This design comes from an exercise in tuning for small area and a short achievable clock period on the open sky130 flow, not from production work.
Where RTL was checked, it was by simulation tests only, not by an equivalence proof against the original.
Only the layout flow was run in run 2; the RTL was not checked for function there.

==> flow/design.v (outline; a module is shown in full before it is edited, if it fits) <==
// module grad_top: 3331 lines
module grad_top (
    input  wire logic        clk,
    input  wire logic        rst,
    input  wire logic        in_valid,
    input  wire logic        sof,
    input  wire logic [7:0]  pixel,
    output logic             out_valid,
    output logic [32:0]      grad
);
  // ...
==> flow/flow/run.sh <==
#!/bin/bash
# The standard layout, with the port buffers made from buf_4 cells instead of the
# resizer's default pick (a delay cell), and a clock tree with fewer levels.
set -euo pipefail
export BUFFER_PORTS_ARGS="-buffer_cell sky130_fd_sc_hd__buf_4"
export CTS_ARGS="-sink_clustering_enable -repair_clock_nets -sink_clustering_size 25 -sink_clustering_max_diameter 80 -distance_between_buffers 1000 -branching_point_buffers_distance 1000"
bash standard.sh > standard.log 2>&1
==> flow/standard.sh <==
#!/bin/bash
# synth_recipe.tcl (not shown) runs the flow's synth.tcl, then flattens the netlist and writes it again
# the make line also repeats each setting of config.mk as NAME=value (left out here)
make -C /OpenROAD-flow-scripts/flow DESIGN_CONFIG=/design/flow/config.mk WORK_HOME=/design/flow/orfs CLKGATE_MAP_FILE= SYNTH_SCRIPT=/design/flow/synth_recipe.tcl "${@:-finish}"
==> flow/config.mk <==
export PLATFORM = sky130hd
export DESIGN_NAME = grad_top
export DESIGN_NICKNAME = grad_top
export VERILOG_FILES = /design/flow/design.v
export SDC_FILE = /design/flow/constraint.sdc
export NUM_CORES = 4
export LEC_CHECK = 0
export CAP_MARGIN = 20
export CORE_MARGIN = 2
export CORE_UTILIZATION = 65
export CTS_CLUSTER_DIAMETER = 80
export CTS_CLUSTER_SIZE = 25
export SLEW_MARGIN = 20
==> flow/constraint.sdc <==
create_clock -name core_clock -period 26.0 [get_ports {clk}]
set_input_delay 5.2000 -clock core_clock [delete_from_list [all_inputs] [get_ports {clk}]]
set_output_delay 5.2000 -clock core_clock [all_outputs]
set_load 0.01 [all_outputs]
==> flow_summary.yaml, run 1 <==
sta:
  rsz0062_at_grt: "no"
  worst_pin_slew_ns: 1.01
  slew_headroom: 0.326
  setup_viol: 0
  slew_violations: 0
critical_path:
  start_kind: "flip-flop"
  rrSetupSlack_ns: 20.46
  critical_path_class: "reg -> out"
  required_ns: 20.80
  endpoint_kind: "output pin"
  slowest_stage: "dfxtp_1"
synth:
  synth_mux_area_frac: 0.0400
  synth_commonest_cells: "dfxtp_1 (465), inv_1 (280), edfxtp_1 (264)"
  synth_xor_area_frac: 0.0383
  synth_area_leaders: "dfxtp_1 (31%), edfxtp_1 (26%), fa_1 (9.2%)"
  synth_seq_area_share: 0.566
cells_and_area:
  n_antenna_cell: 0
  fillers: 3241
  largest_register_ffs: 264
  largest_class: "flip-flops and latches"
  layout-drive-gt1-share: 0.0731
  instances_no_fill: 3055
global_routing:
  gr-max-usage-layer: "met2"
floorplan:
  coreArea_um2: 46400
  io_pins: 46
  num_tap_cells: 607
  fp.dieH_um: 220
worst_hold_path:
  worstHoldStart: "p6_dquo[7]"
  hold_path_depth: 0
outcome:
  status: "finished clean"
clock_tree:
  hold_buffers: 0
placed_design:
  place_congestion: 0.803
==> run 2, diff against run 1 <==
--- a/flow/design.v
+++ b/flow/design.v
@@ -73,25 +73,27 @@
     assign dq0_x = {1'b0, dq0_t} - {1'b0, {1'b0, ah}};
     assign dq0_d = dq0_x[8:0];
     assign dq0_ge = !dq0_x[9];
     logic [7:0] dq0_r;
     assign dq0_r = dq0_ge ? dq0_d[7:0] : dq0_t[7:0];
     logic [0:0] dq0_q;
     assign dq0_q = {(dq0_ge && av != 8'd0) || ovf};
     logic [7:0] p1_drem;
-    logic [7:0] p1_ndsr;
+    logic p1_hz;
+    logic p1_ovf;
     logic p1_neg;
     logic p1_dquo;
     logic [2:0] p1_num;
     logic [7:0] p1_av;
     logic [7:0] p1_ah;
     always_ff @(posedge clk) begin
         p1_drem <= dq0_r;
-        p1_ndsr <= ~(dsr);
+        p1_hz <= hz;
+        p1_ovf <= ovf;
         p1_neg <= neg;
         p1_dquo <= dq0_q;
         p1_num <= av[2:0];
         p1_av <= av;
         p1_ah <= ah;
     end
     logic sq_w1;
     logic sq_w2;
@@ -466,17 +468,17 @@
     assign sqa_s[15] = sqa_ap[15] ^ sqa_ac[15];
     assign sqa_ac[17] = sqa_AG16_0;
     assign sqa_s[16] = sqa_ap[16] ^ sqa_ac[16];
     assign ssq = sqa_s;
     logic [8:0] dq1_t;
     assign dq1_t = {p1_drem, p1_num[1]};
     logic [8:0] dq1_a, dq1_b;
     assign dq1_a = dq1_t;
-    assign dq1_b = {1'b0, (~p1_ndsr)};
+    assign dq1_b = {1'b0, (p1_ovf ? 8'd0 : {p1_ah[7:1], p1_ah[0] | p1_hz})};
     logic [8:0] dq1_g, dq1_p, dq1_d;
     logic [9:0] dq1_cy;
     logic dq1_ge;
     assign dq1_g[0] = dq1_a[0] & !dq1_b[0];
     assign dq1_p[0] = !(dq1_a[0] ^ dq1_b[0]);
     assign dq1_g[1] = dq1_a[1] & !dq1_b[1];
     assign dq1_p[1] = !(dq1_a[1] ^ dq1_b[1]);
     assign dq1_g[2] = dq1_a[2] & !dq1_b[2];
@@ -561,17 +563,17 @@
     logic [7:0] dq1_r;
     assign dq1_r = dq1_ge ? dq1_d[7:0] : dq1_t[7:0];
     logic [1:0] dq1_q;
     assign dq1_q = {p1_dquo, dq1_ge};
     logic [8:0] dq2_t;
     assign dq2_t = {dq1_r, p1_num[0]};
     logic [8:0] dq2_a, dq2_b;
     assign dq2_a = dq2_t;
-    assign dq2_b = {1'b0, (~p1_ndsr)};
+    assign dq2_b = {1'b0, (p1_ovf ? 8'd0 : {p1_ah[7:1], p1_ah[0] | p1_hz})};
     logic [8:0] dq2_g, dq2_p, dq2_d;
     logic [9:0] dq2_cy;
     logic dq2_ge;
     assign dq2_g[0] = dq2_a[0] & !dq2_b[0];
     assign dq2_p[0] = !(dq2_a[0] ^ dq2_b[0]);
     assign dq2_g[1] = dq2_a[1] & !dq2_b[1];
     assign dq2_p[1] = !(dq2_a[1] ^ dq2_b[1]);
     assign dq2_g[2] = dq2_a[2] & !dq2_b[2];
@@ -641,17 +643,17 @@
     assign dq2_q = {dq1_q, dq2_ge};
     logic [7:0] p2_drem;
     logic [7:0] p2_ndsr;
     logic p2_neg;
     logic [2:0] p2_dquo;
     logic [16:0] p2_srad;
     always_ff @(posedge clk) begin
         p2_drem <= dq2_r;
-        p2_ndsr <= ~((~p1_ndsr));
+        p2_ndsr <= ~((p1_ovf ? 8'd0 : {p1_ah[7:1], p1_ah[0] | p1_hz}));
         p2_neg <= p1_neg;
         p2_dquo <= dq2_q;
         p2_srad <= ssq;
     end
     logic [8:0] dq3_t;
     assign dq3_t = {p2_drem, 1'b0};
     logic [8:0] dq3_a, dq3_b;
     assign dq3_a = dq3_t;
==> flow/flow/run.sh (replaced) <==
#!/bin/bash
# The standard layout, with the port buffers made from buf_4 cells instead of the
# resizer's default pick (a delay cell), so that the ports are not slowed down.
set -euo pipefail
export BUFFER_PORTS_ARGS="-buffer_cell sky130_fd_sc_hd__buf_4"
bash standard.sh > standard.log 2>&1
==> flow_summary.yaml, run 2 <==
synth:
  synth_area_leaders: "dfxtp_1 (30%), edfxtp_1 (26%), fa_1 (9.2%)"
  syn-num-nets: 2754
  synth.cell_area_um2: 30500
  ys_types: 72
  ys_ff_latch: 723
  synth_seq_area_share: 0.562
  ys_warn_count: 2
  synth_enable_flop_cells: 264
  async_reset_ff_frac: 0
  synth.most_common_cell: "dfxtp_1"
  synth_top_cell_by_area: "dfxtp_1"
  yosysTopAreaCellShare: 0.302
  synth_commonest_cells: "dfxtp_1 (459), inv_1 (273), edfxtp_1 (264)"
  synthFlopType: "dfxtp_1"
  synthCells: 2399
  avgSynthCellArea_um2: 12.7
sta:
  min_period_over_period: 0.239
  slew_headroom: 0.294
  finalHoldViolCount: 0
  setup_viol: 0
  finalSetupTns_ns: 0
  fin_ws_ns: 19.79
  rsz0062_at_grt: "no"
  worst_pin_slew_ns: 1.06
  period_minus_slack_ns: 6.21
  fmax_mhz: 161
  skew_ns: 0.0217
  slew_violations: 0
cells_and_area:
  largest_register_ffs: 264
  top_register: "sr"
  final_cell_mix: "dfxtp_1 (458), inv_1 (273), edfxtp_1 (264), ha_1 (203), fa_1 (140)"
  num-nets-final: 2819
  reg_top3: "sr: 264 flops, grad: 33 flops"
  n_antenna_cell: 0
  final_common_cell: "dfxtp_1"
  area_growth_syn_to_layout_pct: 7.26
  layout-drive-gt1-share: 0.0784
  post-route-util: 0.705
global_routing:
  grt_pass1_wl_um: 78000
  antenna_found_initial: 0
  grt_pass1_vias: 16800
  grtUsageTotal: 0.198
  grt_max_degree: 188
  overflow: 0
clock_tree:
  cts-buffers-inserted: 37
  insertion_delay_ns: 0.58
  ctsResizeCount: 0
  clk_path_buf_depth: 3
  htree_num_levels: 2
  cts_num_sinks: 723
  clock-root-buffer: "clkbuf_16"
  cts_tree: "yes"
  path_clk_slew_ns: 0.10
  postCtsSetupBuffers: 0
  hold_buffers: 0
detailed_routing:
  avgViaCountPerCell: 5.38
  drt_wl_total_um: 46400
  wl_met2_um: 24000
  first_pass_iters: 5
  highest_layer: "met4"
  first_iter_violations: 814
  drc: 0
  wl_met3_um: 1300
  vias: 16700
  wl_per_cell_um: 15.0
  wl_met1_um: 19800
  antenna_left: 0
floorplan:
  die_area_um2: 48600
  fp.dieH_um: 220
  coreArea_um2: 46400
  rows: 79
  die_width_um: 220
  io_pins: 46
  start_util: 0.657
placed_design:
  pre_cts_slack_ns: 20.08
  port_buffers: 45
  place_congestion: 0.837
  dpl.hpwl_um: 34200
critical_path:
  timing.rr.start: "p1_ah[1]"
  reg2reg_to: "p2_drem[2]"
  crit_buf_inv: 1
  start_kind: "flip-flop"
  rrSetupSlack_ns: 20.07
  slowest_stage: "dfxtp_1"
  crit_path_max_incr_delay_ns: 0.31
  worstPathCellList: "buf_4"
  endpoint_kind: "output pin"
  reg2regPathDepth: 18
  critPathMaxFanout: 1
  required_ns: 20.80
  critical_path_class: "reg -> out"
  worstPathArrival_ns: 1.01
  critPathTopFamily: "flip-flops"
worst_hold_path:
  hold_path_depth: 0
  hold_class: "reg -> reg"
  worstHoldStart: "p8_dquo[4]"
  hold_path_end: "p9_dquo[6]"
flow_run:
  drv_cap: 0
outcome:
  status: "finished clean"
run 2: stage by stage:
step                cell area [µm²]  instances  hold WS, ns
CTS                           32700       3093        0.328
floorplan                     30500       2399        0.310
global route                  32700       3094        0.337
detailed placement            31500       3031        0.312
global placement              31500       3031        0.311
finish                        32700       3094        0.330
run 2: worst max-delay path by stage:
stage,start,to,cells past startpoint
global route,p1_ah[1],p2_drem[5],18
finish,vld[9],out_valid,1
CTS,vld[9],out_valid,1
floorplan,in_v,row[0],5
global placement,p1_ah[1],p2_drem[1],18
detailed placement,p1_ah[1],p2_drem[4],18
run 2: cell type report:
type                            instances  area, µm²
Multi-Input combinational cell       1378      12200
Inverter                              273       1020
Sequential cell                       723      17100
Clock buffer                           52       1050
Clock inverter                         10        103
Fill cell                            3305      13700
Timing Repair Buffer                   51        395
Tap cell                              607        759
run 2: cell families after synthesis:
logic type | Yosys count | share of synthesized area
AND/OR/NAND/NOR | 459 | 0.0751
AO/OA/AOI/OAI | 349 | 0.0792
buffers and inverters | 298 | 0.0368
flip-flops | 723 | 0.562
other | 1 | 0.000123
XOR/XNOR | 121 | 0.0348
adder cells (fa/ha/maj) | 343 | 0.175
multiplexers | 105 | 0.0364
run 2: routing by layer:
layer,vias up,global-route usage
li1,8331,-
met1,8029,0.241
met2,213,0.361
met3,84,0.0290
met4,0,0.0669
met5,-,0

-- re-timing with driven ports --
The results above use ideal ports. As a check the final layouts listed here were re-extracted and re-timed, cells and wires unchanged. Step 1 (the two cells are an assumption about what drives the block):
set clk [get_ports {clk}]
set_driving_cell -lib_cell sky130_fd_sc_hd__clkbuf_16 $clk
set_driving_cell -lib_cell sky130_fd_sc_hd__buf_2 [delete_from_list [all_inputs] $clk]
Step 2 also shifts input and output timing later by t, the mid clock arrival at the registers, as if the neighbouring blocks saw the same clock. Three values: ideal ports, drivers, drivers and shift; two values: the first two.
| run | shift t [ns] | slack for setup (ns) | worst setup path at the end | pins driven straight from the clock port |
|---|---|---|---|---|
| run 1 | 0.623 | 19.779 / 19.725 / 20.329 | input to register | 1 |
| run 2 | 0.624 | 19.787 / 19.727 / 20.070 | register to register | 1 |
After both steps every run listed still meets setup and hold.
